Context: an optimization exercise on an open-source flow, tuned for small area, a short achievable clock period and few clock cycles per item. The choices shown serve that exercise and are no tape-out recipe.
Function was checked by simulation only, so behaviour that the tests miss may differ from the original.
Power figures rest on the tool's default switching activity, not on a simulated workload.

## flow/design.v (module list and top-level ports; edited modules follow where they fit)
// module mul_pipe: 4645 lines
// module mp_benc: 12 lines
// module mp_benc0: 7 lines
// module mp_benc1: 9 lines
// module mp_ao22: 9 lines
// module mp_oai21: 8 lines
// module mp_and2: 7 lines
// module mp_xor2: 7 lines
// module mp_xnor2: 7 lines
// module mp_fa: 10 lines
// module mp_fa1: 9 lines
// module mp_gc: 8 lines
// module mp_bc: 11 lines
// module mp_ha: 9 lines
module mul_pipe #(
  parameter int WIDTH  = 32,
  parameter int STAGES = 3,
  parameter int TAG_W  = 5
) (
  input  logic             clk,
  input  logic             resetn,
  input  logic             in_valid,
  output logic             in_ready,
  input  logic [WIDTH-1:0] a,
  input  logic [WIDTH-1:0] b,
  input  logic [1:0]       mul_type,
  input  logic [TAG_W-1:0] in_tag,
  input  logic             flush,
  output logic             out_valid,
  input  logic             out_ready,
  output logic [WIDTH-1:0] out_res,
  output logic [TAG_W-1:0] out_tag,
  output logic             busy
);
  // ...
==> flow/run.sh <==
#!/bin/bash
# synth_recipe.tcl (not shown) runs the flow's synth.tcl, then flattens the netlist and writes it again
# the make line also repeats each setting of config.mk as NAME=value (left out here)
make -C /OpenROAD-flow-scripts/flow DESIGN_CONFIG=/design/flow/config.mk WORK_HOME=/design/flow/orfs CLKGATE_MAP_FILE= SYNTH_SCRIPT=/design/flow/synth_recipe.tcl finish
==> flow/config.mk <==
export PLATFORM = sky130hd
export DESIGN_NAME = mul_pipe
export DESIGN_NICKNAME = mul_pipe
export VERILOG_FILES = /design/flow/design.v
export SDC_FILE = /design/flow/constraint.sdc
export NUM_CORES = 4
export LEC_CHECK = 0
export CAP_MARGIN = 20
export CORE_MARGIN = 2
export CORE_UTILIZATION = 40
export SETUP_SLACK_MARGIN = 5
export SLEW_MARGIN = 20
export SYNTH_HIERARCHICAL = 1
==> flow/constraint.sdc <==
create_clock -name core_clock -period 12.0 [get_ports {clk}]
set_input_delay 2.4000 -clock core_clock [delete_from_list [all_inputs] [get_ports {clk}]]
set_output_delay 2.4000 -clock core_clock [all_outputs]
set_load 0.01 [all_outputs]
==> run_results.csv, run 1 <==
group,metric,value,unit
outcome,outcome,"complete, no violations",
clock_tree,clock_sinks,134,
sta,worstMarginPinSlew,0.895,ns
synth,synth_most_common_cell,"xor2_1",
synth,synthTopCellsByArea,"fa_1 (34%), xor2_1 (20%), a22o_1 (17%), edfxtp_1 (14%), ha_1 (5.9%)",
synth,synth_top_family_by_area,"adder cells",
drt,dr_wl_met3,10.7,mm
setup_path,critical_path_depth,12,
setup_path,required,12.15,ns
floorplan,num_io_pins,116,
finish,multi_input_gates,2066,
sta,fin_hold_ws,1.13,ns
floorplan,start_util,0.405,
floorplan,rows,96,
placement,place_ws,4.42,ns
grt,antenna_found_initial,2,
pwr,total_power,10500,uW
placement,dp_hpwl,71.1,mm
finish,n_antenna_cell,0,
synth,postSynth.asyncResetShare,0.00746,
finish,syn2layout_area_growth,13.2,%
drt,vias_per_cell,6.18,
drt,wirelength_met1,39.7,mm
clock_tree,htreeDepth,4,
synth,synth_top_area_share,0.338,
finish,seq_share,0.127,
drt,first_pass_iters,8,
finish,seq_area,0.00402,mm^2
job,maxCapViolCount,0,
floorplan,die_w,268,um
clock_tree,postCtsSetupRepairBufs,0,
setup_path,worstSetupEndpointType,"flop",
setup_path,timing.rr.end,"q1[15]",
finish,largest_reg_flops,64,
setup_path,slowest_delay,0.55,ns
sta,setup_ws,5.08,ns
floorplan,fp.dieH,268,um
pwr,vdd_drop_max,0.228,mV
grt,use_met3,0.0793,
Testbench counts, summed over its fixed seeds: cycles 4,808, items 4,800.
==> run 2, diff against run 1 <==
--- a/flow/design.v
+++ b/flow/design.v
@@ -4246,17 +4246,17 @@
   mp_fa u_s2223 (.x(c2101), .y(c1984), .z(s2102), .s(s2223), .c(c2224));
   mp_fa u_s2225 (.x(c2103), .y(c1988), .z(s2104), .s(s2225), .c(c2226));
   mp_fa u_s2227 (.x(c2105), .y(s1993), .z(s2106), .s(s2227), .c(c2228));
   mp_fa u_s2229 (.x(c2107), .y(c1994), .z(s2108), .s(s2229), .c(c2230));
   mp_fa u_s2231 (.x(s2110), .y(pp1185), .z(c2109), .s(s2231), .c(c2232));
   mp_fa u_s2233 (.x(c2111), .y(s2112), .z(pp1186), .s(s2233), .c(c2234));
   mp_fa u_s2235 (.x(pp1187), .y(pp1119), .z(pp1120), .s(s2235), .c(c2236));
   assign en        = out_ready || !valid;
-  assign in_ready  = en && !flush;
+  mp_rdy u_rdy (.v(valid), .r(out_ready), .f(flush), .p(in_ready));
   assign out_valid = valid;
   assign busy      = valid;
   always_ff @(posedge clk or negedge resetn) begin
     if (!resetn)    valid <= 1'b0;
     else if (flush) valid <= 1'b0;
     else if (en)    valid <= in_valid;
   end
   always_ff @(posedge clk) begin
@@ -4635,17 +4635,19 @@
   mp_xor2 u_sum56 (.x(p2348), .y(G2486), .p(sum[56]));
   mp_xor2 u_sum57 (.x(p2350), .y(G2536), .p(sum[57]));
   mp_xor2 u_sum58 (.x(p2352), .y(G2507), .p(sum[58]));
   mp_xor2 u_sum59 (.x(p2354), .y(G2537), .p(sum[59]));
   mp_xor2 u_sum60 (.x(p2356), .y(G2493), .p(sum[60]));
   mp_xor2 u_sum61 (.x(p2358), .y(G2538), .p(sum[61]));
   mp_xor2 u_sum62 (.x(p2360), .y(G2508), .p(sum[62]));
   mp_xor2 u_sum63 (.x(p2362), .y(G2539), .p(sum[63]));
-  assign out_res = lo_q ? sum[31:0] : sum[63:32];
+  for (genvar i = 0; i < 32; i++) begin : g_out
+    mp_mux2 u_mux (.s(lo_q), .x1(sum[i]), .x0(sum[i+32]), .p(out_res[i]));
+  end
   assign out_tag = tag_q;
 endmodule
 module mp_benc (
   input  logic y2,
   input  logic y1,
   input  logic y0,
   output logic one,
   output logic two,
@@ -4704,16 +4706,32 @@
 endmodule
 module mp_xnor2 (
   input  logic x,
   input  logic y,
   output logic p
 );
   assign p = ~(x ^ y);
 endmodule
+module mp_mux2 (
+  input  logic s,
+  input  logic x1,
+  input  logic x0,
+  output logic p
+);
+  assign p = s ? x1 : x0;
+endmodule
+module mp_rdy (
+  input  logic v,
+  input  logic r,
+  input  logic f,
+  output logic p
+);
+  assign p = !f && (r || !v);
+endmodule
 module mp_fa (
   input  logic x,
   input  logic y,
   input  logic z,
   output logic s,
   output logic c
 );
   assign s = x ^ y ^ z;
==> flow/flow/run.sh (new file) <==
#!/bin/bash
# Standard layout, with timing repair aiming 5.5 ns below the clock period
# (the constraints themselves are unchanged), and every port buffered with
# buf_2 instead of the default port buffer.
set -euo pipefail
export SETUP_SLACK_MARGIN=5.5
export BUFFER_PORTS_ARGS="-buffer_cell sky130_fd_sc_hd__buf_2"
bash standard.sh finish > standard.log 2>&1
==> flow/standard.sh (new file) <==
#!/bin/bash
# synth_recipe.tcl (not shown) runs the flow's synth.tcl, then flattens the netlist and writes it again
# the make line also repeats each setting of config.mk as NAME=value (left out here)
make -C /OpenROAD-flow-scripts/flow DESIGN_CONFIG=/design/flow/config.mk WORK_HOME=/design/flow/orfs CLKGATE_MAP_FILE= SYNTH_SCRIPT=/design/flow/synth_recipe.tcl "${@:-finish}"
==> flow/config.mk (replaced) <==
export PLATFORM = sky130hd
export DESIGN_NAME = mul_pipe
export DESIGN_NICKNAME = mul_pipe
export VERILOG_FILES = /design/flow/design.v
export SDC_FILE = /design/flow/constraint.sdc
export NUM_CORES = 4
export LEC_CHECK = 0
export CAP_MARGIN = 20
export CORE_MARGIN = 2
export CORE_UTILIZATION = 40
export SLEW_MARGIN = 20
export SYNTH_HIERARCHICAL = 1
removed: flow/run.sh
==> run 2 against run 1 <==
Effect of this change: still clean; combinational power down 5.2%; synthesized cell count fell by 0.13%; register-to-register slack worse by 0.26 ns; sequential power about the same; largest cell class unchanged; largest power group unchanged.
==> run_results.csv, run 2 <==
group,metric,value,unit
synth,postSynth.asyncResetShare,0.00746,
sta,rsz0062_at_grt,"yes",
grt,grt_pass1_vias,22000,
synth,synth_edf_count,133,
synth,syn_area,0.0278,mm^2
setup_path,rrSetupSlack,9.59,ns
grt,track_usage,0.276,
synth,synthAdderAreaFrac,0.397,
setup_path,reg2reg_depth,2,
drt,final_antenna_net_count,0,
synth,synthMuxAreaShare,0.0173,
finish,fin_area,0.0311,mm^2
sta,fin_crit_sh,0.541,
finish,n_antenna_cell,0,
clock_tree,htreeDepth,4,
placement,gp_congestion,0.909,
sta,setup_tns,0,ns
placement,dp_hpwl,70.9,mm
drt,vias_per_cell,6.24,
finish,layout-drive-gt1-share,0.131,
setup_path,cp_max_fo,35,
drt,first_pass_iters,6,
sta,worstMarginPinSlew,0.954,ns
clock_tree,post_cts_hold_buffer_count,0,
synth,postSynthAreaPerCell,12.3,um^2
placement,post_dp_cell_area,0.0302,mm^2
synth,synthTopCellsByArea,"fa_1 (34%), xor2_1 (20%), a22o_1 (17%), edfxtp_1 (14%), ha_1 (5.9%)",
synth,synthFlopType,"edfxtp_1",
floorplan,dieArea,0.0716,mm^2
finish,largest_reg_flops,64,
setup_path,critPathCapture,"q1[36]",
drt,vias,21100,
finish,top_regs,"q0 (64), q1 (63), tag_q (5)",
drt,wl,98.2,mm
setup_path,required,12.19,ns
setup_path,worstSetupStartpointType,"primary input",
floorplan,design.core.area,0.0687,mm^2
drt,wl_per_cell,29.1,um
clock_tree,clk_pin_slew,0.06,ns
clock_tree,clkLatencyLatePin,0.46,ns
sta,slew_headroom,0.364,
floorplan,fp.dieH,268,um
floorplan,start_util,0.405,
synth,synth_compound_area_frac,0.208,
synth,synth_top_area_share,0.339,
sta,slew_violations,0,
clock_tree,clockBufferDepth,2,
synth,synth_area_leader_cell,"fa_1",
sta,clock_skew,0.0100,ns
sta,finalSetupViolCount,0,
grt,gr-total-overflow,0,
grt,grt_pass1_wl,145,mm
job,maxCapViolCount,0,
synth,synth_warnings,8,
grt,antenna_found_initial,2,
setup_path,crit_start,"b[3]",
synth,synth-seq-area-share,0.145,
finish,final_common_cell,"xor2_1",
synth,synth_top_family_by_area,"adder cells",
hold_path,hp-class,"flop to flop",
sta,fin_hold_ws,1.30,ns
synth,ys_top_cells_by_count,"xor2_1 (623), a22o_1 (528), fa_1 (470)",
synth,synth_xor_area_frac,0.196,
setup_path,critPathArrivalTime,6.68,ns
setup_path,timing.rr.end,"q0[19]",
grt,grt_max_degree,70,
finish,syn2layout_area_growth,11.8,%
placement,portBuffers,115,
finish,largest-register,"q0",
synth,synth-seq-cells,134,
setup_path,worst-setup-path-type,"primary input to flop",
floorplan,num_io_pins,116,
drt,drt-initial-drc-count,2484,
synth,yosys.cell_types.count,22,
sta,fmax,154,MHz
finish,nNetsFinal,3114,
pwr,power_density,325,mW/mm^2
setup_path,regToRegStartpoint,"valid",
clock_tree,cts-root-buf,"clkbuf_16",
setup_path,worstSetupEndpointType,"flop",
sta,finalHoldViolations,0,
clock_tree,clock_sinks,134,
synth,syn_nets,2931,
clock_tree,cts_buffers,17,
outcome,outcome,"complete, no violations",
finish,nFillCells,6380,
pwr,vdd_drop_max,0.236,mV
floorplan,rows,96,
floorplan,die_w,268,um
synth,yosys.area_share.simple,0.0290,
clock_tree,cts_tree,"done",
drt,drcViolationCount,0,
finish,layout_common_cells,"xor2_1 (623), a22o_1 (528), fa_1 (429), edfxtp_1 (133), ha_1 (118)",
synth,synthCells,2254,
sta,period_minus_slack,6.49,ns
pwr,cellLeakagePower,0.0143,uW
synth,synth_most_common_cell,"xor2_1",
-- run 2: metrics by stage --
| step | power (uW) | worst slack, ns | instances | utilization |
|---|---|---|---|---|
| after floorplan | 6120 | 5.26 | 2254 | - |
| after global placement | 9060 | 4.87 | 3346 | 0.440 |
| after detailed placement | 9340 | 4.81 | 3346 | 0.440 |
| after CTS | 10000 | 5.49 | 3377 | 0.451 |
| after global routing | 10800 | 5.49 | 3380 | 0.452 |
| final | 10100 | 5.51 | 3380 | 0.452 |
-- run 2: cell families after synthesis --
family,after synthesis
AO/OA/AOI/OAI,676
buffers and inverters,54
flip-flops,134
XOR/XNOR,623
other,1
multiplexers,32
AND/OR/NAND/NOR,133
adder cells (fa/ha/maj),601
-- run 2: worst max-delay path, cell delays in order --
cell     delay, ns
buf_2         0.16
ha_4          0.18
nor2b_4       0.11
buf_8         0.35
xor2_1        0.38
a22o_1        0.24
fa_2          0.47
fa_1          0.57
fa_2          0.45
fa_2          0.36
fa_2          0.54
fa_2          0.44
-- run 2: area by class of cell --
class	count	area (um^2)	area share
multi-input combinational	2066	24000	0.771
sequential	134	4020	0.129
tap	931	1160	0.0375
timing repair buffer	165	1050	0.0337
clock buffer	18	429	0.0138
clock inverter	13	251	0.00809
inverter	53	199	0.00640
-- run 2: what timing repair did --
| item | CTS | global route |
|---|---|---|
| gates cloned | 0 | 1 |
| pin swaps | 0 | 2 |
| gates resized for setup | 18 | 16 |
| buffers inserted | 0 | 2 |
| endpoints found under the setup margin | 24 | 14 |
-- run 2: how the worst min path moves through the flow --
stage	start	end	depth (start not counted)
3_3_place_gp	valid	valid	2
4_1_cts	valid	valid	2
5_1_grt	valid	valid	2
6_report	valid	valid	2
3_5_place_dp	valid	valid	2
2_1_floorplan	valid	valid	2
-- run 2: where the power goes --
part	internal [uW]	switching, uW
Combinational	3590	4560
Sequential	1240	78.5
Clock	409	215
Total	5240	4860
-- run 2: modules after synthesis (local to each module, per instance), excerpt --
module    times used  flops+latches
mp_fa1            11              0
mul_pipe           1            134
mp_mux2           32              0
mp_and2           32              0
mp_ao22          528              0
mp_xor2          623              0
mp_gc             62              0
mp_rdy             1              0
-- run 2: per-layer routing --
layer / GRT usage / part of all wire / up-vias
met2: 0.412 / 0.43 / 1279
li1: - / - / 8654
met4: 0.127 / 0.048 / 0
met3: 0.0756 / 0.11 / 202
met5: 0 / 0 / -
met1: 0.372 / 0.41 / 11000
Testbench counts of run 2, summed over its fixed seeds: cycles 4,808, items 4,800.
==> run 3, diff against run 2 <==
--- a/flow/config.mk
+++ b/flow/config.mk
@@ -8,5 +8,5 @@
 export CAP_MARGIN = 20
 export CORE_MARGIN = 2
-export CORE_UTILIZATION = 40
+export CORE_UTILIZATION = 55
 export SLEW_MARGIN = 20
 export SYNTH_HIERARCHICAL = 1
==> run 3 against run 2 <==
Effect of this change: combinational power is 8.7% lower; clock power decreased by 15%; sequential power up 4%.
==> run_results.csv, run 3 <==
group,metric,value,unit
setup_path,timing.rr.end,"q1[19]",
synth,synthFlopType,"edfxtp_1",
grt,track_usage,0.385,
setup_path,worst-setup-path-type,"primary input to flop",
finish,layout-drive-gt1-share,0.130,
grt,grt_pass1_vias,21800,
clock_tree,postCtsSetupRepairBufs,0,
sta,slew_violations,0,
job,maxCapViolCount,0,
drt,vias,21300,
floorplan,design.core.area,0.0501,mm^2
setup_path,rrSetupSlack,9.48,ns
drt,vias_per_cell,6.83,
pwr,total_power,9340,uW
hold_path,hold_path.startpoint,"valid",
pwr,vdd_drop_max,0.245,mV
setup_path,reg2reg_depth,2,
sta,fin_crit_sh,0.535,
pwr,power_density,305,mW/mm^2
floorplan,start_util,0.555,
placement,gp_congestion,1.10,
placement,dp_hpwl,69.5,mm
synth,yosys.cell_types.count,22,
drt,drt-initial-drc-count,2777,
finish,top_regs,"q0 (64), q1 (63), tag_q (5)",
synth,syn_area,0.0278,mm^2
clock_tree,cts_tree,"done",
clock_tree,cts_buffers,17,
clock_tree,clockBufferDepth,2,
synth,synthCells,2254,
pwr,p_seq_frac,0.146,
setup_path,cp_max_fo,35,
sta,rsz0062_at_grt,"yes",
setup_path,worstSetupStartpointType,"primary input",
synth,synth_area_leader_cell,"fa_1",
placement,portBuffers,115,
drt,wl_per_cell,31.7,um
drt,drcViolationCount,0,
grt,grt_pass1_wl,147,mm
synth,synth-seq-area-share,0.145,
synth,synth_compound_area_frac,0.208,
finish,layout_common_cells,"xor2_1 (623), a22o_1 (528), fa_1 (429), edfxtp_1 (133), ha_1 (118)",
synth,synthAdderAreaFrac,0.397,
finish,syn2layout_area_growth,9.97,%
synth,synth-seq-cells,134,
pwr,clkPwrFrac,0.057,
clock_tree,clkLatencyLatePin,0.50,ns
grt,grt_max_degree,71,
synth,syn_nets,2931,
finish,largest_reg_flops,64,
setup_path,critPathArrivalTime,6.65,ns
hold_path,hp-class,"flop to flop",
synth,synth_top_family_by_area,"adder cells",
synth,synth_most_common_cell,"xor2_1",
floorplan,dieArea,0.0523,mm^2
pwr,cellLeakagePower,0.0142,uW
synth,synth_xor_area_frac,0.196,
hold_path,holdPathEnd,"valid",
pwr,p_sw,4440,uW
sta,finalHoldViolations,0,
sta,clock_skew,0.0137,ns
synth,ys_top_cells_by_count,"xor2_1 (623), a22o_1 (528), fa_1 (470)",
synth,yosys.area_share.simple,0.0290,
clock_tree,cts-root-buf,"clkbuf_16",
sta,finalSetupViolCount,0,
pwr,p_sw_frac,0.476,
floorplan,fp.dieH,229,um
sta,slew_headroom,0.328,
synth,synthTopCellsByArea,"fa_1 (34%), xor2_1 (20%), a22o_1 (17%), edfxtp_1 (14%), ha_1 (5.9%)",
floorplan,num_io_pins,116,
clock_tree,clock_sinks,134,
pwr,p_comb_frac,0.797,
setup_path,regToRegStartpoint,"valid",
floorplan,die_w,229,um
setup_path,required,12.23,ns
synth,postSynthAreaPerCell,12.3,um^2
drt,final_antenna_net_count,0,
grt,gr-total-overflow,0,
grt,antenna_found_initial,3,
floorplan,rows,82,
hold_path,hold_path_depth,2,
drt,first_pass_iters,6,
finish,nNetsFinal,3110,
clock_tree,clk_pin_slew,0.07,ns
sta,period_minus_slack,6.42,ns
drt,wl,98.9,mm
pwr,p_int,4890,uW
synth,synthMuxAreaShare,0.0173,
synth,synth_edf_count,133,
finish,final_common_cell,"xor2_1",
clock_tree,htreeDepth,4,
finish,nFillCells,4177,
sta,fmax,156,MHz
finish,n_antenna_cell,0,
finish,largest-register,"q0",
sta,worstMarginPinSlew,1.01,ns
synth,synth_top_area_share,0.339,
synth,synth_warnings,8,
outcome,outcome,"complete, no violations",
synth,postSynth.asyncResetShare,0.00746,
setup_path,worstSetupEndpointType,"flop",
sta,setup_tns,0,ns
## run 3: timing repair
action	in CTS	in global routing
setup endpoints to repair	25	14
hold buffers	0	0
gates cloned	0	1
gates resized for setup	8	18
## run 3: power groups by stage
stage | clock network [uW] | logic (uW) | registers [uW]
2_1_floorplan | 0 | 4830 | 1290
3_3_place_gp | 0 | 7070 | 1360
3_5_place_dp | 0 | 7360 | 1360
4_1_cts | 539 | 7390 | 1350
5_1_grt | 556 | 8220 | 1380
6_report | 531 | 7450 | 1360
## run 3: cell families after synthesis
family                   Yosys count
AO/OA/AOI/OAI                    676
flip-flops                       134
adder cells (fa/ha/maj)          601
buffers and inverters             54
XOR/XNOR                         623
AND/OR/NAND/NOR                  133
other                              1
multiplexers                      32
## run 3: through the flow
stage / area (um^2) / setup WS (ns) / hold slack (ns) / cells / utilization
2_1_floorplan: 28100 / 5.26 / 1.56 / 2254 / -
3_3_place_gp: 29900 / 4.82 / 1.29 / 3085 / 0.597
3_5_place_dp: 29900 / 4.79 / 1.35 / 3085 / 0.597
4_1_cts: 30500 / 5.47 / 1.36 / 3117 / 0.609
5_1_grt: 30600 / 5.47 / 1.43 / 3118 / 0.610
6_report: 30600 / 5.58 / 1.33 / 3118 / 0.610
## run 3: how the worst max path moves through the flow
| stage | end | start | slack, ns | depth (start not counted) |
|---|---|---|---|---|
| 3_5_place_dp | q1[33] | b[1] | 4.79 | 13 |
| 5_1_grt | out_res[31] | q1[3] | 5.47 | 14 |
| 4_1_cts | out_res[31] | q1[3] | 5.47 | 14 |
| 6_report | q1[35] | b[25] | 5.58 | 12 |
| 2_1_floorplan | q1[34] | b[16] | 5.26 | 10 |
| 3_3_place_gp | q1[33] | b[1] | 4.82 | 13 |
## run 3: critical path: stages
cell,delay (ns)
buf_2,0.14
ha_1,0.22
nor2b_4,0.11
buf_4,0.54
xor2_1,0.22
a22o_1,0.27
fa_2,0.39
fa_1,0.59
fa_1,0.46
fa_2,0.35
fa_1,0.51
fa_1,0.40
## run 3: area by class of cell
cell class / instances / area, um^2 / area share
multi-input combinational: 2066 / 23900 / 0.783
sequential: 134 / 4020 / 0.131
timing repair buffer: 161 / 998 / 0.0327
tap: 672 / 841 / 0.0275
clock buffer: 18 / 439 / 0.0144
inverter: 53 / 199 / 0.00651
clock inverter: 14 / 131 / 0.00430
## run 3: routing by layer
metal	wire length (um)	up-vias	global-route usage
met5	86	-	0
met4	4630	8	0.164
met3	13600	211	0.142
met2	40100	1576	0.535
met1	40500	10800	0.540
li1	-	8661	-
## run 3: per-module statistics from Yosys (local to each module, per instance), a selection
module    times used  flops+latches
mp_mux2           32              0
mp_rdy             1              0
mp_benc0           1              0
mp_oai21          16              0
mp_bc             52              0
mp_benc           15              0
==> run 4, diff against run 3 <==
--- a/flow/config.mk
+++ b/flow/config.mk
@@ -8,5 +8,5 @@
 export CAP_MARGIN = 20
 export CORE_MARGIN = 2
-export CORE_UTILIZATION = 55
+export CORE_UTILIZATION = 70
 export SLEW_MARGIN = 20
 export SYNTH_HIERARCHICAL = 1
==> run 4 against run 3 <==
Effect of this change: via count rose by 3.9%; synthesized cell count stayed put; critical path depth grew 2; critical path type unchanged; still clean on timing, DRC and antenna; critical endpoint is now q1[38]; final area hardly changed; synthesized area did not move; power is 1.3% higher; non-clock buffer count up 9; global-route usage increased by 8.9 points; highest routed layer unchanged; routed wire length fell by 3.3%.
==> run_results.csv, run 4 <==
group,metric,value,unit
drt,wl,95.6,mm
drt,drt-initial-drc-count,3655,
setup_path,cp_max_fo,35,
floorplan,start_util,0.714,
synth,synth_area_leader_cell,"fa_1",
floorplan,design.core.area,0.0389,mm^2
sta,fmax,154,MHz
grt,gr-total-overflow,0,
drt,wl_per_cell,32.1,um
finish,fin_area,0.0306,mm^2
synth,ys_top_cells_by_count,"xor2_1 (623), a22o_1 (528), fa_1 (470)",
synth,yosys.cell_types.count,22,
sta,slew_headroom,0.329,
finish,layout-drive-gt1-share,0.135,
sta,setup_ws,5.51,ns
sta,rsz0062_at_grt,"no",
floorplan,num_io_pins,116,
clock_tree,clockBufferDepth,2,
job,maxCapViolCount,0,
clock_tree,cts_buffers,17,
finish,multi_input_area,0.0240,mm^2
pwr,power_density,310,mW/mm^2
floorplan,fp.dieH,203,um
sta,finalHoldViolations,0,
synth,synth-seq-area-share,0.145,
clock_tree,clock_sinks,134,
drt,drcViolationCount,0,
clock_tree,clkLatencyLatePin,0.46,ns
placement,gp_congestion,1.04,
synth,synth_top_area_share,0.339,
placement,post_dp_cell_area,0.0297,mm^2
setup_path,cpMaxStageDelayCell,"fa_2",
finish,largest_reg_flops,64,
sta,setup_tns,0,ns
grt,grt_max_degree,73,
grt,grt_pass1_vias,23300,
setup_path,crit_buf_inv,4,
placement,place_ws,4.77,ns
synth,synth-seq-cells,134,
setup_path,cp_top_family,"adder cells",
sta,slew_violations,0,
finish,syn2layout_area_growth,9.99,%
finish,layout_common_cells,"xor2_1 (620), a22o_1 (528), fa_1 (429), edfxtp_1 (133), ha_1 (118)",
setup_path,required,12.20,ns
setup_path,cpMostUsedCell,"fa_1",
grt,track_usage,0.474,
setup_path,worst-setup-path-type,"primary input to flop",
sta,period_minus_slack,6.49,ns
setup_path,worstSetupStartpointType,"primary input",
finish,nFillCells,2551,
finish,seq_area,0.00402,mm^2
synth,syn_area,0.0278,mm^2
clock_tree,htreeDepth,4,
finish,top_regs,"q0 (64), q1 (63), tag_q (5)",
finish,largest-register,"q0",
sta,worstMarginPinSlew,1.01,ns
sta,clock_skew,0.00985,ns
setup_path,critPathArrivalTime,6.69,ns
floorplan,die_w,203,um
pwr,total_power,9460,uW
synth,synth_edf_count,133,
synth,synth_most_common_cell,"xor2_1",
finish,final_common_cell,"xor2_1",
finish,final_cell_count_no_fill,2974,
placement,dp_cells,2929,
clock_tree,clk_pin_slew,0.06,ns
pwr,vdd_drop_max,0.304,mV
floorplan,dieArea,0.0413,mm^2
sta,finalSetupViolCount,0,
synth,synthFlopType,"edfxtp_1",
drt,final_antenna_net_count,0,
clock_tree,cts-root-buf,"clkbuf_16",
drt,first_pass_iters,7,
synth,postSynthAreaPerCell,12.3,um^2
synth,syn_nets,2931,
grt,antenna_found_initial,0,
finish,nNetsFinal,3119,
hold_path,hp-class,"flop to flop",
setup_path,critical_path.cell_chain,"buf_2, ha_4, nor2b_4, buf_6, xor2_1, a22o_1, inv_1, ha_1, inv_1, fa_1, fa_1, fa_1, fa_2, fa_2",
grt,grt_pass1_wl,143,mm
drt,vias,22100,
floorplan,rows,72,
placement,portBuffers,115,
synth,synthCells,2254,
sta,fin_crit_sh,0.541,
pwr,cellLeakagePower,0.0143,uW
synth,postSynth.asyncResetShare,0.00746,
drt,vias_per_cell,7.44,
setup_path,worstSetupEndpointType,"flop",
synth,synthTopCellsByArea,"fa_1 (34%), xor2_1 (20%), a22o_1 (17%), edfxtp_1 (14%), ha_1 (5.9%)",
synth,synth_warnings,8,
clock_tree,cts_tree,"done",
outcome,outcome,"complete, no violations",
placement,dp_hpwl,65.8,mm
setup_path,slowest_delay,0.59,ns
## run 4: per-layer routing
metal  up-vias  wire, um  track usage
met5         -        38      0.00833
li1       8667         -            -
met4         2      6130        0.250
met1     11000     33800        0.617
met2      2101     39500        0.671
met3       350     16200        0.207
## run 4: path summary, 6_finish.rpt
path | from | endpoint | slack (ns) | cells after the start
setup / recovery | b[7] | q1[38] | 5.51 | 14
hold / removal | valid | valid | 1.29 | 2
setup reg to reg | valid | q0[21] | 9.54 | 2
hold reg to reg | valid | valid | 1.29 | 2
max in group asynchronous | resetn | valid | 10.21 | 1
min in group asynchronous | resetn | valid | 1.71 | 1
## run 4: power by group
part,internal [uW],switching [uW],total [uW]
Clock,350,237,586
Sequential,1240,108,1340
Combinational,3410,4120,7530
## run 4: through the flow
step,hold slack [ns],util
floorplan,1.56,-
global placement,1.26,0.762
detailed placement,1.29,0.762
CTS,1.30,0.780
global route,1.38,0.785
finish,1.29,0.786
## run 4: Yosys stat by module, one instance, submodules excluded, excerpt
module | copies in the design | flops+latches | area [um^2]
mul_pipe | 1 | 134 | 4090
mp_benc | 15 | 0 | 41.3
mp_benc1 | 1 | 0 | 20.0
mp_mux2 | 32 | 0 | 15.0
mp_rdy | 1 | 0 | 12.5
mp_ha | 104 | 0 | 12.5
mp_xor2 | 623 | 0 | 8.76
mp_and2 | 32 | 0 | 6.26
## run 4: what timing repair did
item                       in CTS  in global routing
cloned                          0                  1
gates resized for setup        14                 21
pin swaps                       0                  2
setup endpoints to repair      29                 14
hold buffers                    0                  0
buffers inserted                0                 11
## run 4: kinds of logic (layout without fill, tap and decap cells)
family / after synthesis / after routing / synth area share
AOI/OAI and AO/OA: 676 / 676 / 0.208
xor gates and xnor gates: 623 / 623 / 0.196
adders and majority gates: 601 / 601 / 0.397
buffers and inverters: 54 / 255 / 0.00743
DFF: 134 / 134 / 0.145
muxes: 32 / 32 / 0.0173
other: 1 / 2 / 0.000135
and+or+nand+nor: 133 / 133 / 0.0290
## run 4: cell type report
class,count,area share
Clock inverter,14,0.00651
Sequential cell,134,0.131
Tap cell,518,0.0212
Inverter,53,0.00651
Timing Repair Buffer,170,0.0357
Clock buffer,18,0.0140
Antenna cell,1,0.0000819
Multi-Input combinational cell,2066,0.784
## run 4: worst min-delay path: stages, from the launching register on
cell	delay [ns]
dfrtp_1	0.44
nand2b_4	0.71
a21oi_2	0.11
==> run 5, diff against run 4 <==
==> flow/flow/run.sh (replaced) <==
#!/bin/bash
# Standard layout, with timing repair aiming 6.0 ns below the clock period
# (the constraints themselves are unchanged), and every port buffered with
# buf_2 instead of the default port buffer.
set -euo pipefail
export SETUP_SLACK_MARGIN=6.0
export BUFFER_PORTS_ARGS="-buffer_cell sky130_fd_sc_hd__buf_2"
bash standard.sh finish > standard.log 2>&1
--- a/flow/config.mk
+++ b/flow/config.mk
@@ -8,5 +8,5 @@
 export CAP_MARGIN = 20
 export CORE_MARGIN = 2
-export CORE_UTILIZATION = 70
+export CORE_UTILIZATION = 40
 export SLEW_MARGIN = 20
 export SYNTH_HIERARCHICAL = 1
==> run 5 against run 4 <==
Effect of this change: global-route usage down 17 points; hold slack improved by 0.042 ns; largest power group unchanged; sequential cell count is the same; combinational power up 13%; largest cell class unchanged; still clean; synthesized cell count unchanged; die area up 73%; routed wire length up 13%.
==> run_results.csv, run 5 <==
group,metric,value,unit
setup_path,cpMaxStageDelayCell,"buf_2",
drt,drt-initial-drc-count,2862,
finish,top_regs,"q0 (64), q1 (63), tag_q (5)",
job,maxCapViolCount,0,
clock_tree,clkLatencyLatePin,0.46,ns
drt,wl_per_cell,30.5,um
floorplan,die_w,268,um
drt,drcViolationCount,0,
synth,yosys.cell_types.count,22,
finish,largest-register,"q0",
pwr,power_density,302,mW/mm^2
setup_path,rrSetupSlack,9.49,ns
synth,synth_area_leader_cell,"fa_1",
synth,synth-seq-area-share,0.145,
synth,syn_area,0.0278,mm^2
hold_path,holdPathEnd,"valid",
synth,synthFlopType,"edfxtp_1",
sta,rsz0062_at_grt,"yes",
setup_path,worst-setup-path-type,"primary input to flop",
finish,syn2layout_area_growth,24.7,%
clock_tree,post_cts_hold_buffer_count,0,
sta,slew_headroom,0.293,
clock_tree,clockBufferDepth,2,
synth,syn_nets,2931,
setup_path,cpMostUsedCell,"fa_2",
sta,finalHoldViolations,0,
grt,track_usage,0.300,
floorplan,rows,96,
sta,worstMarginPinSlew,1.06,ns
finish,layout-drive-gt1-share,0.260,
drt,vias_per_cell,6.26,
sta,setup_tns,0,ns
grt,gr-total-overflow,0,
synth,synth_top_area_share,0.339,
sta,period_minus_slack,6.19,ns
placement,gp_congestion,0.932,
hold_path,hp-class,"flop to flop",
drt,final_antenna_net_count,0,
placement,portBuffers,115,
synth,synth_warnings,8,
floorplan,fp.dieH,268,um
drt,wl,108,mm
hold_path,hold_path_depth,2,
sta,fmax,162,MHz
grt,grt_pass1_vias,23300,
setup_path,regToRegStartpoint,"valid",
floorplan,design.core.area,0.0687,mm^2
finish,nFillCells,6005,
pwr,cellLeakagePower,0.0154,uW
setup_path,timing.rr.end,"q0[7]",
outcome,outcome,"complete, no violations",
finish,final_common_cell,"xor2_1",
synth,synth-seq-cells,134,
grt,grt_pass1_wl,156,mm
synth,postSynthAreaPerCell,12.3,um^2
setup_path,worstSetupEndpointType,"flop",
setup_path,worstSetupStartpointType,"primary input",
synth,synth_edf_count,133,
clock_tree,clock_sinks,134,
clock_tree,clk_pin_slew,0.06,ns
setup_path,cp_max_fo,17,
setup_path,cp_top_family,"adder cells",
floorplan,dieArea,0.0716,mm^2
grt,grt_max_degree,69,
finish,utilization,0.504,
setup_path,critical_path.cell_chain,"buf_2, xor2_1, a22o_1, fa_1, fa_2, fa_2, fa_2, fa_1, fa_2",
finish,largest_reg_flops,64,
setup_path,slowest_delay,0.62,ns
clock_tree,cts-root-buf,"clkbuf_16",
sta,fin_crit_sh,0.516,
setup_path,reg2reg_depth,2,
setup_path,critPathArrivalTime,6.39,ns
clock_tree,cts_tree,"done",
pwr,vdd_drop_max,0.191,mV
grt,antenna_found_initial,3,
clock_tree,htreeDepth,4,
synth,ys_top_cells_by_count,"xor2_1 (623), a22o_1 (528), fa_1 (470)",
placement,dp_hpwl,71.9,mm
floorplan,num_io_pins,116,
sta,finalSetupViolCount,0,
sta,clock_skew,0.00880,ns
floorplan,start_util,0.405,
clock_tree,cts_buffers,17,
finish,layout_common_cells,"xor2_1 (541), a22o_1 (528), fa_1 (334), fa_2 (136), edfxtp_1 (133)",
drt,first_pass_iters,6,
drt,vias,22100,
synth,synthTopCellsByArea,"fa_1 (34%), xor2_1 (20%), a22o_1 (17%), edfxtp_1 (14%), ha_1 (5.9%)",
synth,postSynth.asyncResetShare,0.00746,
sta,slew_violations,0,
setup_path,required,12.20,ns
setup_path,crit_buf_inv,1,
hold_path,hold_path.startpoint,"valid",
synth,synth_most_common_cell,"xor2_1",
synth,synthCells,2254,
finish,nNetsFinal,3257,
## run 5: cell counts after synthesis
No cell type changed its count.
## run 5: timing repair
item,in CTS,in global routing
setup endpoints to repair,82,63
gates resized for setup,185,150
cloned,23,1
pin swaps,65,89
buffers inserted,88,35
## run 5: stage by stage
stage | total power (uW) | instance area, um^2 | hold slack [ns] | std cells | setup slack [ns]
2_1_floorplan | 6250 | 28300 | 1.56 | 2254 | 5.26
3_3_place_gp | 8910 | 30400 | 1.31 | 3345 | 4.99
3_5_place_dp | 9150 | 30400 | 1.38 | 3345 | 4.91
4_1_cts | 10000 | 33400 | 1.39 | 3487 | 5.77
5_1_grt | 11300 | 34600 | 1.44 | 3524 | 5.79
6_report | 10500 | 34700 | 1.33 | 3526 | 5.81
## run 5: worst max path at each step
stage           from  cells past startpoint     endpoint  slack, ns
2_1_floorplan  b[16]                     10       q1[34]       5.26
3_3_place_gp    b[1]                     12       q1[36]       4.99
3_5_place_dp    b[1]                     12       q1[36]       4.91
4_1_cts        q0[0]                     14  out_res[31]       5.77
5_1_grt         b[2]                     13       q1[28]       5.79
6_report       a[16]                      9       q1[34]       5.81
## run 5: cell type report
type                    instances  area, um^2  share of cell area
inverters                      53         199             0.00574
multi-input cells            2067       25400               0.732
well taps                     931        1160              0.0336
clock buffers                  20         437              0.0126
repair buffers                307        3300              0.0952
diodes                          3        7.51            0.000217
flip-flops and latches        134        4020               0.116
clock inverters                11         158             0.00455
## run 5: cells by family (layout without fill, tap and decap cells)
family | Yosys count | count (layout) | synth area share
buffers and inverters | 54 | 391 | 0.00743
AO/OA/AOI/OAI | 676 | 676 | 0.208
XOR/XNOR | 623 | 623 | 0.196
flip-flops | 134 | 134 | 0.145
AND/OR/NAND/NOR | 133 | 134 | 0.0290
other | 1 | 4 | 0.000135
adder cells (fa/ha/maj) | 601 | 601 | 0.397
multiplexers | 32 | 32 | 0.0173
## run 5: power breakdown
part	internal (uW)	total, uW	leakage, uW	switching, uW
combinational	4040	8530	0.0137	4490
sequential	1240	1370	0.00142	133
clock	342	545	0.000286	202
## run 5: layer usage
layer / vias up / track usage / share of wire
li1: 8907 / - / -
met1: 11400 / 0.394 / 0.39
met2: 1497 / 0.444 / 0.44
met3: 240 / 0.0903 / 0.12
met4: 2 / 0.163 / 0.055
met5: - / 0 / 0.00012
## run 5: per-module statistics from Yosys (local to each module, per instance), a selection
| module | cells inside | flip-flops and latches | cell area, um^2 | copies in the design |
|---|---|---|---|---|
| mp_benc | 5 | 0 | 41.3 | 15 |
| mp_fa1 | 5 | 0 | 27.5 | 11 |
| mp_benc1 | 3 | 0 | 20.0 | 1 |
| mp_fa | 1 | 0 | 20.0 | 470 |
| mp_mux2 | 1 | 0 | 15.0 | 32 |
| mp_bc | 2 | 0 | 13.8 | 52 |
| mp_ha | 1 | 0 | 12.5 | 104 |
| mp_rdy | 2 | 0 | 12.5 | 1 |
| mp_ao22 | 1 | 0 | 8.76 | 528 |
| mp_xor2 | 1 | 0 | 8.76 | 623 |
| mp_gc | 1 | 0 | 7.51 | 62 |
| mp_and2 | 1 | 0 | 6.26 | 32 |
| mp_oai21 | 1 | 0 | 5.00 | 16 |
## run 5: worst reg2reg max path, cell delays in order (launching register included)
cell	delay, ns
dfrtp_1	0.43
nand2b_4	0.74
buf_4	0.92
==> run 6, diff against run 5 <==
==> flow/flow/run.sh (replaced) <==
#!/bin/bash
# Standard layout, with timing repair aiming 5.7 ns below the clock period
# (the constraints themselves are unchanged), and every port buffered with
# buf_2 instead of the default port buffer.
set -euo pipefail
export SETUP_SLACK_MARGIN=5.7
export BUFFER_PORTS_ARGS="-buffer_cell sky130_fd_sc_hd__buf_2"
bash standard.sh finish > standard.log 2>&1
--- a/flow/config.mk
+++ b/flow/config.mk
@@ -8,5 +8,5 @@
 export CAP_MARGIN = 20
 export CORE_MARGIN = 2
-export CORE_UTILIZATION = 40
+export CORE_UTILIZATION = 55
 export SLEW_MARGIN = 20
 export SYNTH_HIERARCHICAL = 1
==> run 6 against run 5 <==
Effect of this change: still clean on timing, DRC and antenna; hold slack got worse by 0.0079 ns; sequential power barely moved; sequential cell count did not move; final area fell by 7.9%; critical path depth rose by 2; combinational power fell by 7.6%; clock skew rose by 0.0020 ns; sequential share of layout area rose by 0.99 points.
==> run_results.csv, run 6 <==
group,metric,value,unit
setup_path,critical_path_depth,11,
setup_path,worstSetupStartpointType,"primary input",
pwr,p_int,5230,uW
floorplan,dieArea,0.0523,mm^2
synth,synth_compound_area_frac,0.208,
synth,synth_top_area_share,0.339,
synth,syn_nets,2931,
drt,wl_met2,43.0,mm
setup_path,worstSetupEndpointType,"flop",
floorplan,fp.dieH,229,um
setup_path,cp_max_fo,18,
sta,setup_ws,5.70,ns
synth,postSynth.asyncResetShare,0.00746,
drt,vias,22000,
setup_path,regToRegStartpoint,"valid",
placement,dp_hpwl,69.8,mm
sta,slew_violations,0,
placement,place_ws,4.75,ns
clock_tree,cts_tree,"done",
clock_tree,clockBufferDepth,2,
hold_path,holdPathEnd,"valid",
clock_tree,cts-root-buf,"clkbuf_16",
drt,drt-initial-drc-count,3013,
finish,layout-drive-gt1-share,0.172,
grt,gr-total-overflow,0,
setup_path,slowest_delay,0.60,ns
synth,synthAdderAreaFrac,0.397,
pwr,power_density,309,mW/mm^2
hold_path,hp-class,"flop to flop",
setup_path,worst-setup-path-type,"primary input to flop",
pwr,cellLeakagePower,0.0147,uW
synth,synthTopCellsByArea,"fa_1 (34%), xor2_1 (20%), a22o_1 (17%), edfxtp_1 (14%), ha_1 (5.9%)",
synth,postSynthAreaPerCell,12.3,um^2
pwr,p_sw,4630,uW
synth,synth-seq-cells,134,
pwr,p_seq_frac,0.140,
floorplan,die_w,229,um
drt,first_pass_iters,6,
sta,period_minus_slack,6.30,ns
sta,fin_crit_sh,0.525,
finish,largest_reg_flops,64,
synth,synth_top_family_by_area,"adder cells",
pwr,total_power,9860,uW
floorplan,rows,82,
synth,yosys.cell_types.count,22,
clock_tree,clk_pin_slew,0.07,ns
pwr,p_sw_frac,0.470,
grt,grt_max_degree,69,
drt,dr_wl_met3,14.8,mm
finish,layout_common_cells,"xor2_1 (608), a22o_1 (528), fa_1 (411), edfxtp_1 (133), buf_2 (111)",
hold_path,hold_path.startpoint,"valid",
placement,portBuffers,115,
setup_path,timing.rr.end,"q1[23]",
synth,synthCells,2254,
sta,fmax,159,MHz
drt,drcViolationCount,0,
setup_path,rrSetupSlack,9.52,ns
floorplan,design.core.area,0.0501,mm^2
setup_path,required,12.20,ns
setup_path,critical_path.cell_chain,"buf_2, nor2b_4, buf_12, xor2_1, a22o_1, fa_1, fa_2, fa_2, fa_2, fa_1, fa_1",
finish,top_regs,"q0 (64), q1 (63), tag_q (5)",
synth,synth_most_common_cell,"xor2_1",
grt,grt_pass1_vias,22300,
sta,clock_skew,0.0108,ns
setup_path,crit_buf_inv,2,
sta,setup_tns,0,ns
floorplan,num_io_pins,116,
hold_path,hold_path_depth,2,
clock_tree,cts_buffers,17,
finish,syn2layout_area_growth,14.9,%
synth,synth_warnings,8,
synth,synth_xor_area_frac,0.196,
finish,utilization,0.638,
drt,vias_per_cell,6.92,
floorplan,start_util,0.555,
pwr,p_comb_frac,0.800,
synth,synthMuxAreaShare,0.0173,
sta,finalSetupViolCount,0,
pwr,clkPwrFrac,0.060,
clock_tree,htreeDepth,4,
synth,synth_area_leader_cell,"fa_1",
setup_path,cpMaxStageDelayCell,"fa_2",
setup_path,cp_top_family,"adder cells",
pwr,vdd_drop_max,0.224,mV
drt,final_antenna_net_count,0,
synth,synth_edf_count,133,
grt,track_usage,0.390,
clock_tree,clock_sinks,134,
placement,gp_congestion,1.00,
grt,grt_pass1_wl,149,mm
sta,slew_headroom,0.333,
finish,final_common_cell,"xor2_1",
synth,synth-seq-area-share,0.145,
finish,fin_area,0.0319,mm^2
synth,ys_top_cells_by_count,"xor2_1 (623), a22o_1 (528), fa_1 (470)",
setup_path,critPathArrivalTime,6.50,ns
finish,n_antenna_cell,0,
outcome,outcome,"complete, no violations",
placement,post_dp_cell_area,0.0299,mm^2
drt,wirelength_met1,41.1,mm
drt,top_layer_used,"met4",
grt,antenna_found_initial,1,
job,maxCapViolCount,0,
sta,finalHoldViolations,0,
finish,largest-register,"q0",
clock_tree,clkLatencyLatePin,0.46,ns
synth,syn_area,0.0278,mm^2
sta,rsz0062_at_grt,"yes",
drt,wl_per_cell,32.7,um
synth,yosys.area_share.simple,0.0290,
setup_path,reg2reg_depth,2,
synth,synthFlopType,"edfxtp_1",
drt,wl,104,mm
finish,nNetsFinal,3169,
sta,worstMarginPinSlew,1.00,ns
## run 6: cell counts after synthesis
Identical to the previous run, type by type.
## run 6: cell families (layout without fill, tap and decap cells)
logic type / after synthesis / count (layout)
AO/OA/AOI/OAI: 676 / 676
XOR/XNOR: 623 / 623
adder cells (fa/ha/maj): 601 / 601
buffers and inverters: 54 / 304
flip-flops: 134 / 134
multiplexers: 32 / 32
other: 1 / 1
AND/OR/NAND/NOR: 133 / 134
## run 6: cell type report
| type | instances | area, um^2 |
|---|---|---|
| multi-input combinational | 2067 | 24400 |
| timing repair buffer | 219 | 1830 |
| clock inverter | 14 | 221 |
| sequential | 134 | 4020 |
| clock buffer | 18 | 429 |
| fill | 4040 | 18100 |
| inverter | 53 | 199 |
| tap | 672 | 841 |
## run 6: tightest hold or removal path, cell delays in order (launching register included)
cell,delay [ns]
dfrtp_1,0.43
nand2b_4,0.74
a21oi_2,0.10
## run 6: worst max path at each step
stage	slack (ns)	end	from
floorplan	5.26	q1[34]	b[16]
global placement	4.84	q1[33]	b[1]
detailed placement	4.75	q1[33]	b[1]
CTS	5.70	out_res[31]	q1[2]
global route	5.66	q1[38]	a[31]
finish	5.70	q1[34]	b[21]
## run 6: modules after synthesis (local to each module, per instance), excerpt
module    cell area, um^2  flops+latches  cells
mp_mux2              15.0              0      1
mp_benc0             13.8              0      1
mp_ha                12.5              0      1
mp_rdy               12.5              0      2
mp_gc                7.51              0      1
mp_fa1               27.5              0      5
mp_benc1             20.0              0      3
mp_fa                20.0              0      1
mp_benc              41.3              0      5
mul_pipe             4090            134    147
mp_bc                13.8              0      2
mp_ao22              8.76              0      1
mp_and2              6.26              0      1
mp_oai21             5.00              0      1
## run 6: metrics by stage
| stage | hold WS [ns] | std cells |
|---|---|---|
| floorplan | 1.56 | 2254 |
| global placement | 1.30 | 3081 |
| detailed placement | 1.33 | 3081 |
| CTS | 1.34 | 3121 |
| global route | 1.44 | 3177 |
| finish | 1.32 | 3177 |
## run 6: repair_timing
item	in CTS	in global routing
resized for setup	43	63
gates cloned	3	11
hold buffers	0	0
setup buffers	5	45
endpoints found under the setup margin	56	27
pin swaps	4	24
## run 6: layer usage
metal	global-route usage	vias up
met4	0.164	0
met5	0.00551	-
met3	0.122	235
met2	0.556	1797
li1	-	8774
met1	0.550	11200
## run 6: power groups by stage
stage | clock, uW | sequential, uW | combinational, uW
final | 596 | 1380 | 7880
after global routing | 622 | 1390 | 8590
after CTS | 604 | 1340 | 7630
after detailed placement | 0 | 1350 | 7540
after global placement | 0 | 1350 | 7290
after floorplan | 0 | 1290 | 4880
==> run 7, diff against run 6 <==
==> flow/flow/run.sh (replaced) <==
#!/bin/bash
# Standard layout, with timing repair aiming 5.25 ns below the clock period
# (the constraints themselves are unchanged), and every port buffered with
# buf_2 instead of the default port buffer.
set -euo pipefail
export SETUP_SLACK_MARGIN=5.25
export BUFFER_PORTS_ARGS="-buffer_cell sky130_fd_sc_hd__buf_2"
bash standard.sh finish > standard.log 2>&1
==> run 7 against run 6 <==
Effect of this change: count of clock-buffer cells in the layout did not move; first-iteration DRC count fell by 6.7%; sequential power about the same; via count shrank 3.1%; non-clock buffer count is 48 lower; final area shrank 4.7%; critical path type is now flop to output port; largest power group unchanged.
==> run_results.csv, run 7 <==
group,metric,value,unit
grt,antenna_found_initial,0,
drt,first_pass_iters,5,
drt,drt-initial-drc-count,2811,
sta,setup_tns,0,ns
synth,syn_area,0.0278,mm^2
finish,final_cell_count_no_fill,3128,
synth,synth_most_common_cell,"xor2_1",
synth,syn_nets,2931,
clock_tree,clkLatencyLatePin,0.50,ns
placement,post_dp_cell_area,0.0298,mm^2
clock_tree,htreeDepth,4,
sta,clock_skew,0.00853,ns
synth,synthFlopType,"edfxtp_1",
clock_tree,clock_sinks,134,
drt,wl_met2,40.3,mm
placement,dp_cells,3096,
floorplan,die_w,229,um
pwr,power_density,308,mW/mm^2
setup_path,timing.rr.end,"q0[18]",
floorplan,design.core.area,0.0501,mm^2
synth,synth-seq-cells,134,
setup_path,worstSetupStartpointType,"flop",
sta,fmax,151,MHz
placement,dp_hpwl,69.5,mm
finish,layout-drive-gt1-share,0.114,
finish,fin_area,0.0304,mm^2
grt,grt_max_degree,60,
finish,n_antenna_cell,0,
setup_path,slowest_delay,0.59,ns
sta,worstMarginPinSlew,0.995,ns
floorplan,start_util,0.555,
finish,top_regs,"q0 (64), q1 (63), tag_q (5)",
drt,wl,98.3,mm
finish,largest-register,"q0",
setup_path,worstSetupEndpointType,"output port",
grt,grt_pass1_vias,21900,
synth,postSynthAreaPerCell,12.3,um^2
drt,vias_per_cell,6.81,
finish,nFillCells,4216,
setup_path,worst-setup-path-type,"flop to output port",
grt,track_usage,0.384,
sta,fin_crit_sh,0.552,
synth,synth_edf_count,133,
sta,rsz0062_at_grt,"no",
pwr,vdd_drop_max,0.261,mV
drt,top_layer_used,"met4",
setup_path,cp_max_fo,6,
sta,slew_headroom,0.337,
drt,wl_per_cell,31.4,um
placement,place_ws,4.75,ns
pwr,cellLeakagePower,0.0143,uW
finish,layout_common_cells,"xor2_1 (623), a22o_1 (528), fa_1 (464), edfxtp_1 (133), ha_1 (127)",
sta,setup_ws,5.38,ns
hold_path,hold_path_depth,2,
synth,synthTopCellsByArea,"fa_1 (34%), xor2_1 (20%), a22o_1 (17%), edfxtp_1 (14%), ha_1 (5.9%)",
drt,vias,21300,
placement,gp_congestion,1.02,
finish,final_common_cell,"xor2_1",
synth,synth-seq-area-share,0.145,
setup_path,cpMaxStageDelayCell,"xor2_1",
grt,gr-total-overflow,0,
drt,drcViolationCount,0,
drt,wirelength_met1,40.4,mm
sta,slew_violations,0,
setup_path,required,9.60,ns
sta,finalHoldViolations,0,
synth,synth_area_leader_cell,"fa_1",
hold_path,hp-class,"flop to flop",
clock_tree,cts_buffers,17,
hold_path,hold_path.startpoint,"valid",
clock_tree,clk_pin_slew,0.06,ns
setup_path,reg2reg_depth,3,
setup_path,critical_path.cell_chain,"ha_1, and2_1, a21o_1, a21o_1, a21o_4, a21o_1, a21o_1, a21o_1, a21o_1, a21o_1, xor2_1, mux2_4, buf_2",
synth,synth_warnings,8,
synth,ys_top_cells_by_count,"xor2_1 (623), a22o_1 (528), fa_1 (470)",
synth,yosys.cell_types.count,22,
clock_tree,clockBufferDepth,2,
floorplan,rows,82,
finish,nNetsFinal,3120,
hold_path,holdPathEnd,"valid",
setup_path,crit_start,"q1[3]",
floorplan,fp.dieH,229,um
sta,finalSetupViolCount,0,
job,maxCapViolCount,0,
setup_path,regToRegStartpoint,"valid",
outcome,outcome,"complete, no violations",
sta,period_minus_slack,6.62,ns
grt,grt_pass1_wl,146,mm
setup_path,cpMostUsedCell,"a21o_1",
setup_path,rrSetupSlack,9.29,ns
clock_tree,cts-root-buf,"clkbuf_16",
finish,syn2layout_area_growth,9.41,%
clock_tree,cts_tree,"done",
finish,seq_area,0.00402,mm^2
synth,synthCells,2254,
drt,dr_wl_met3,14.2,mm
finish,multi_input_area,0.0237,mm^2
floorplan,num_io_pins,116,
floorplan,dieArea,0.0523,mm^2
setup_path,critPathArrivalTime,4.22,ns
placement,portBuffers,115,
finish,largest_reg_flops,64,
synth,postSynth.asyncResetShare,0.00746,
synth,synth_top_area_share,0.339,
drt,final_antenna_net_count,0,
[run 7: cell counts after synthesis]
Identical to the previous run, type by type.
[run 7: what timing repair did]
item | in CTS | in global routing
cloned | 0 | 0
hold buffers | 0 | 0
setup endpoints to repair | 1 | 26
pin swaps | 0 | 0
resized for setup | 1 | 4
buffers inserted | 0 | 0
[run 7: how the worst max path moves through the flow]
stage	cells past startpoint	end
after floorplan	10	q1[36]
after global placement	13	q1[32]
after detailed placement	13	q1[30]
after CTS	13	q1[30]
after global routing	14	out_res[31]
final	13	out_res[15]
[run 7: routing by layer]
layer	vias to the layer above	track usage
met5	-	0
met4	0	0.129
met3	174	0.143
met2	1596	0.540
met1	10900	0.546
li1	8660	-
[run 7: worst max-delay path, delay by kind of cell, from the launching register on]
family	cells	cell delay, ns
flops	1	0.37
xor+xnor	1	0.59
mux	1	0.27
compound gates	8	1.86
fa+ha+maj	1	0.34
simple gates	1	0.17
buf+inv	1	0.12
[run 7: logic make-up after synthesis]
kind of cell,Yosys count,synth area share
flip-flops,134,0.145
AO/OA/AOI/OAI,676,0.208
XOR/XNOR,623,0.196
other,1,0.000135
adder cells (fa/ha/maj),601,0.397
buffers and inverters,54,0.00743
AND/OR/NAND/NOR,133,0.0290
multiplexers,32,0.0173
[run 7: through the flow]
step | power [uW] | hold WS (ns) | util
final | 9370 | 0.971 | 0.607
after global routing | 10200 | 1.06 | 0.607
after CTS | 9270 | 0.998 | 0.607
after detailed placement | 8640 | 0.988 | 0.594
after global placement | 8410 | 0.968 | 0.594
after floorplan | 6020 | 1.56 | -
[run 7: area by class of cell]
class	instances	area share
Inverter	53	0.00654
Tap cell	672	0.0276
Clock inverter	14	0.00658
Clock buffer	18	0.0141
Timing Repair Buffer	171	0.0330
Multi-Input combinational cell	2066	0.780
Sequential cell	134	0.132
[run 7: modules after synthesis (local to each module, per instance), excerpt]
module,flops+latches,cell area (um^2),cells,copies in the design
mp_fa,0,20.0,1,470
mp_xor2,0,8.76,1,623
mp_rdy,0,12.5,2,1
mp_gc,0,7.51,1,62
mp_benc1,0,20.0,3,1
mp_benc,0,41.3,5,15
mp_ao22,0,8.76,1,528
mp_fa1,0,27.5,5,11
mul_pipe,134,4090,147,1
mp_bc,0,13.8,2,52
mp_ha,0,12.5,1,104
mp_mux2,0,15.0,1,32
mp_and2,0,6.26,1,32
[run 7: power by group]
part	total [uW]	switching, uW	leakage, uW	internal [uW]
clock	590	241	0.000303	349
sequential	1360	125	0.00142	1240
combinational	7420	4120	0.0126	3310
total	9370	4480	0.0143	4890
==> run 8, diff against run 7 <==
==> flow/flow/run.sh (replaced) <==
#!/bin/bash
# Standard layout, with timing repair aiming 5.5 ns below the clock period
# (the constraints themselves are unchanged), and every port buffered with
# buf_1 instead of the default port buffer.
set -euo pipefail
export SETUP_SLACK_MARGIN=5.5
export BUFFER_PORTS_ARGS="-buffer_cell sky130_fd_sc_hd__buf_1"
bash standard.sh finish > standard.log 2>&1
==> run 8 against run 7 <==
Effect of this change: final cell count rose by 0.86%; via count rose by 1.7%; hold slack better by 0.37 ns; setup slack gained 0.12 ns; final area grew 1.3%; clock skew is essentially flat; register-to-register slack gained 0.19 ns; synthesized area did not move; global-route usage increased by 0.41 points; utilization rose by 0.76 points; first-iteration DRC count is 3.8% lower; sequential power hardly changed; largest cell class unchanged.
==> run_results.csv, run 8 <==
group,metric,value,unit
outcome,outcome,"complete, no violations",
setup_path,cp_top_family,"adder cells",
floorplan,design.core.area,0.0501,mm^2
grt,gr-total-overflow,0,
drt,vias,21700,
setup_path,cpMaxStageDelayCell,"fa_1",
synth,synth-seq-cells,134,
synth,ys_top_cells_by_count,"xor2_1 (623), a22o_1 (528), fa_1 (470)",
sta,finalHoldViolations,0,
synth,syn_area,0.0278,mm^2
pwr,vdd_drop_max,0.264,mV
setup_path,critical_path.cell_chain,"buf_1, ha_4, nor2b_4, buf_12, xor2_1, a22o_1, fa_2, fa_1, fa_2, fa_2, fa_2, fa_2",
setup_path,worstSetupStartpointType,"primary input",
floorplan,num_io_pins,116,
drt,wl_per_cell,31.8,um
grt,track_usage,0.388,
synth,synth_top_area_share,0.339,
synth,synth_most_common_cell,"xor2_1",
finish,nFillCells,4187,
finish,largest_reg_flops,64,
clock_tree,cts_tree,"done",
pwr,cellLeakagePower,0.0141,uW
clock_tree,cts-root-buf,"clkbuf_16",
finish,syn2layout_area_growth,10.8,%
setup_path,worstSetupEndpointType,"flop",
synth,yosys.area_share.simple,0.0290,
synth,synthAdderAreaFrac,0.397,
placement,dp_hpwl,69.3,mm
sta,slew_headroom,0.312,
sta,fin_crit_sh,0.542,
synth,synthFlopType,"edfxtp_1",
placement,portBuffers,115,
finish,largest-register,"q0",
synth,synthMuxAreaShare,0.0173,
grt,grt_pass1_vias,22500,
setup_path,reg2reg_depth,2,
setup_path,crit_buf_inv,2,
setup_path,critical_path_depth,12,
finish,fin_area,0.0308,mm^2
floorplan,die_w,229,um
drt,drt-initial-drc-count,2703,
drt,wl,100,mm
floorplan,rows,82,
synth,synth_edf_count,133,
sta,clock_skew,0.00899,ns
synth,yosys.cell_types.count,22,
synth,synth_warnings,8,
clock_tree,clk_pin_slew,0.06,ns
finish,nNetsFinal,3147,
synth,synthTopCellsByArea,"fa_1 (34%), xor2_1 (20%), a22o_1 (17%), edfxtp_1 (14%), ha_1 (5.9%)",
drt,final_antenna_net_count,0,
finish,final_common_cell,"xor2_1",
clock_tree,clkLatencyLatePin,0.45,ns
job,maxCapViolCount,0,
synth,synth_compound_area_frac,0.208,
synth,synth-seq-area-share,0.145,
floorplan,fp.dieH,229,um
drt,drcViolationCount,0,
sta,slew_violations,0,
sta,worstMarginPinSlew,1.03,ns
placement,post_dp_cell_area,0.0299,mm^2
synth,postSynth.asyncResetShare,0.00746,
sta,setup_tns,0,ns
sta,fmax,154,MHz
setup_path,cp_max_fo,35,
hold_path,hp-class,"flop to flop",
placement,gp_congestion,0.996,
sta,period_minus_slack,6.50,ns
setup_path,slowest_delay,0.59,ns
synth,synthCells,2254,
clock_tree,cts_buffers,17,
grt,grt_pass1_wl,148,mm
synth,synth_top_family_by_area,"adder cells",
setup_path,cpMostUsedCell,"fa_2",
setup_path,critPathArrivalTime,6.68,ns
setup_path,worst-setup-path-type,"primary input to flop",
synth,synth_xor_area_frac,0.196,
synth,postSynthAreaPerCell,12.3,um^2
drt,vias_per_cell,6.87,
grt,antenna_found_initial,1,
clock_tree,clock_sinks,134,
hold_path,hold_path_depth,2,
setup_path,required,12.19,ns
finish,top_regs,"q0 (64), q1 (63), tag_q (5)",
pwr,power_density,318,mW/mm^2
clock_tree,htreeDepth,4,
finish,n_antenna_cell,0,
grt,grt_max_degree,70,
sta,finalSetupViolCount,0,
finish,layout_common_cells,"xor2_1 (622), a22o_1 (528), fa_1 (429), edfxtp_1 (133), ha_1 (118)",
sta,rsz0062_at_grt,"yes",
drt,first_pass_iters,6,
finish,layout-drive-gt1-share,0.0995,
synth,synth_area_leader_cell,"fa_1",
clock_tree,clockBufferDepth,2,
synth,syn_nets,2931,
floorplan,start_util,0.555,
floorplan,dieArea,0.0523,mm^2
==> run 8: changes by cell type in the layout (fill, tap and decap cells not counted), sizes merged <==
cell and delta:
bufinv -3, clkinvlp +2, buf +19, inv +1, clkbuf +7, nor2b +1
==> run 8: kinds of logic after synthesis <==
logic type | after synthesis
compound gates | 676
buf+inv | 54
mux | 32
simple gates | 133
flops | 134
xor+xnor | 623
other cells | 1
fa+ha+maj | 601
==> run 8: what timing repair did <==
action,4_1_cts,5_1_grt
buffers inserted,0,8
setup endpoints to repair,27,24
gates cloned,1,1
resized for setup,18,45
hold buffers,0,0
==> run 8: worst min-delay path: stages (launching register included) <==
cell      delay, ns
dfrtp_1        0.44
nand2b_4       0.74
a21oi_2        0.11
==> run 8: layout make-up <==
class	count	area, um^2	area share
flip-flops and latches	134	4020	0.131
inverters	53	199	0.00646
clock inverters	14	124	0.00402
multi-input cells	2067	24000	0.778
well taps	672	841	0.0273
repair buffers	197	1220	0.0397
clock buffers	18	429	0.0139
==> run 8: stage by stage <==
stage / hold slack (ns) / utilization / std cells / worst slack (ns) / total power, uW
after detailed placement: 1.38 / 0.598 / 3113 / 4.77 / 9050
final: 1.34 / 0.615 / 3155 / 5.50 / 9790
after CTS: 1.39 / 0.610 / 3146 / 5.50 / 9590
after floorplan: 1.56 / - / 2254 / 5.26 / 6120
after global placement: 1.34 / 0.598 / 3113 / 4.84 / 8850
after global routing: 1.42 / 0.615 / 3155 / 5.48 / 10500
==> run 8: path summary, 6_finish.rpt <==
path	to	start	slack (ns)
max in group asynchronous	valid	resetn	10.20
min in group asynchronous	valid	resetn	1.71
max reg2reg	q1[21]	valid	9.48
max	q1[36]	b[3]	5.50
min reg2reg	valid	valid	1.34
min	valid	valid	1.34
==> run 8: power by group <==
group          switching, uW  total, uW  internal [uW]
registers               99.4       1340           1240
clock network            225        511            286
logic                   4480       7950           3470
total                   4800       9790           4990
==> run 8: routing by layer <==
| layer | track usage | vias up | wire length, um |
|---|---|---|---|
| met4 | 0.166 | 2 | 4760 |
| li1 | - | 8729 | - |
| met5 | 0 | - | 13 |
| met2 | 0.548 | 1616 | 41400 |
| met1 | 0.538 | 11100 | 40700 |
| met3 | 0.140 | 220 | 13600 |
==> run 8: Yosys stat by module, one instance, submodules excluded, excerpt <==
module    times used  flip-flops and latches  cell area, um^2
mp_rdy             1                       0             12.5
mp_gc             62                       0             7.51
mp_ha            104                       0             12.5
mul_pipe           1                     134             4090
mp_fa1            11                       0             27.5
mp_benc           15                       0             41.3
mp_ao22          528                       0             8.76
mp_fa            470                       0             20.0
mp_benc1           1                       0             20.0

[separate check: timing with driven ports]
The flow's constraints put no driver on any port. The routed layouts listed below were extracted and timed again, unchanged, in two steps. Step 1 sets driving cells, clkbuf_16 on the clock port and buf_2 on the other inputs (assumed; they add their load-dependent delay and slew). Step 2, shift: input delay + t, output delay - t, t = (earliest + latest rising clock arrival at the registers) / 2. This alone moves slack from input paths to output paths. Three values: ideal, step 1, step 2; two values: the first two.
run | shift t [ns] | slack for setup (ns) | latest minus earliest clock arrival (ns) | worst register clock-pin slew, ns | worst slew at a driven data input, ns
run 1 | 0.493 | 5.079 / 5.096 / 4.602 | 0.023 / 0.023 | 0.08 / 0.08 | 0.05
run 2 | 0.497 | 5.513 / 5.541 / 5.044 | 0.019 / 0.020 | 0.07 / 0.07 | 0.07
run 3 | 0.557 | 5.581 / 5.544 / 5.071 | 0.018 / 0.018 | 0.08 / 0.08 | 0.03
run 4 | 0.504 | 5.508 / 5.529 / 5.031 | 0.019 / 0.019 | 0.07 / 0.07 | 0.04
run 5 | 0.506 | 5.811 / 5.820 / 5.314 | 0.012 / 0.012 | 0.06 / 0.06 | 0.10
run 6 | 0.510 | 5.703 / 5.719 / 5.221 | 0.011 / 0.011 | 0.07 / 0.07 | 0.04
run 7 | 0.559 | 5.377 / 5.314 / 4.887 | 0.015 / 0.015 | 0.07 / 0.07 | 0.04
run 8 | 0.496 | 5.501 / 5.534 / 5.038 | 0.016 / 0.016 | 0.07 / 0.07 | 0.03
After both steps every run listed still meets setup and hold. The setup slack of run 3, which loses most, moves by -0.037 ns with the drivers and by -0.510 ns with both steps.
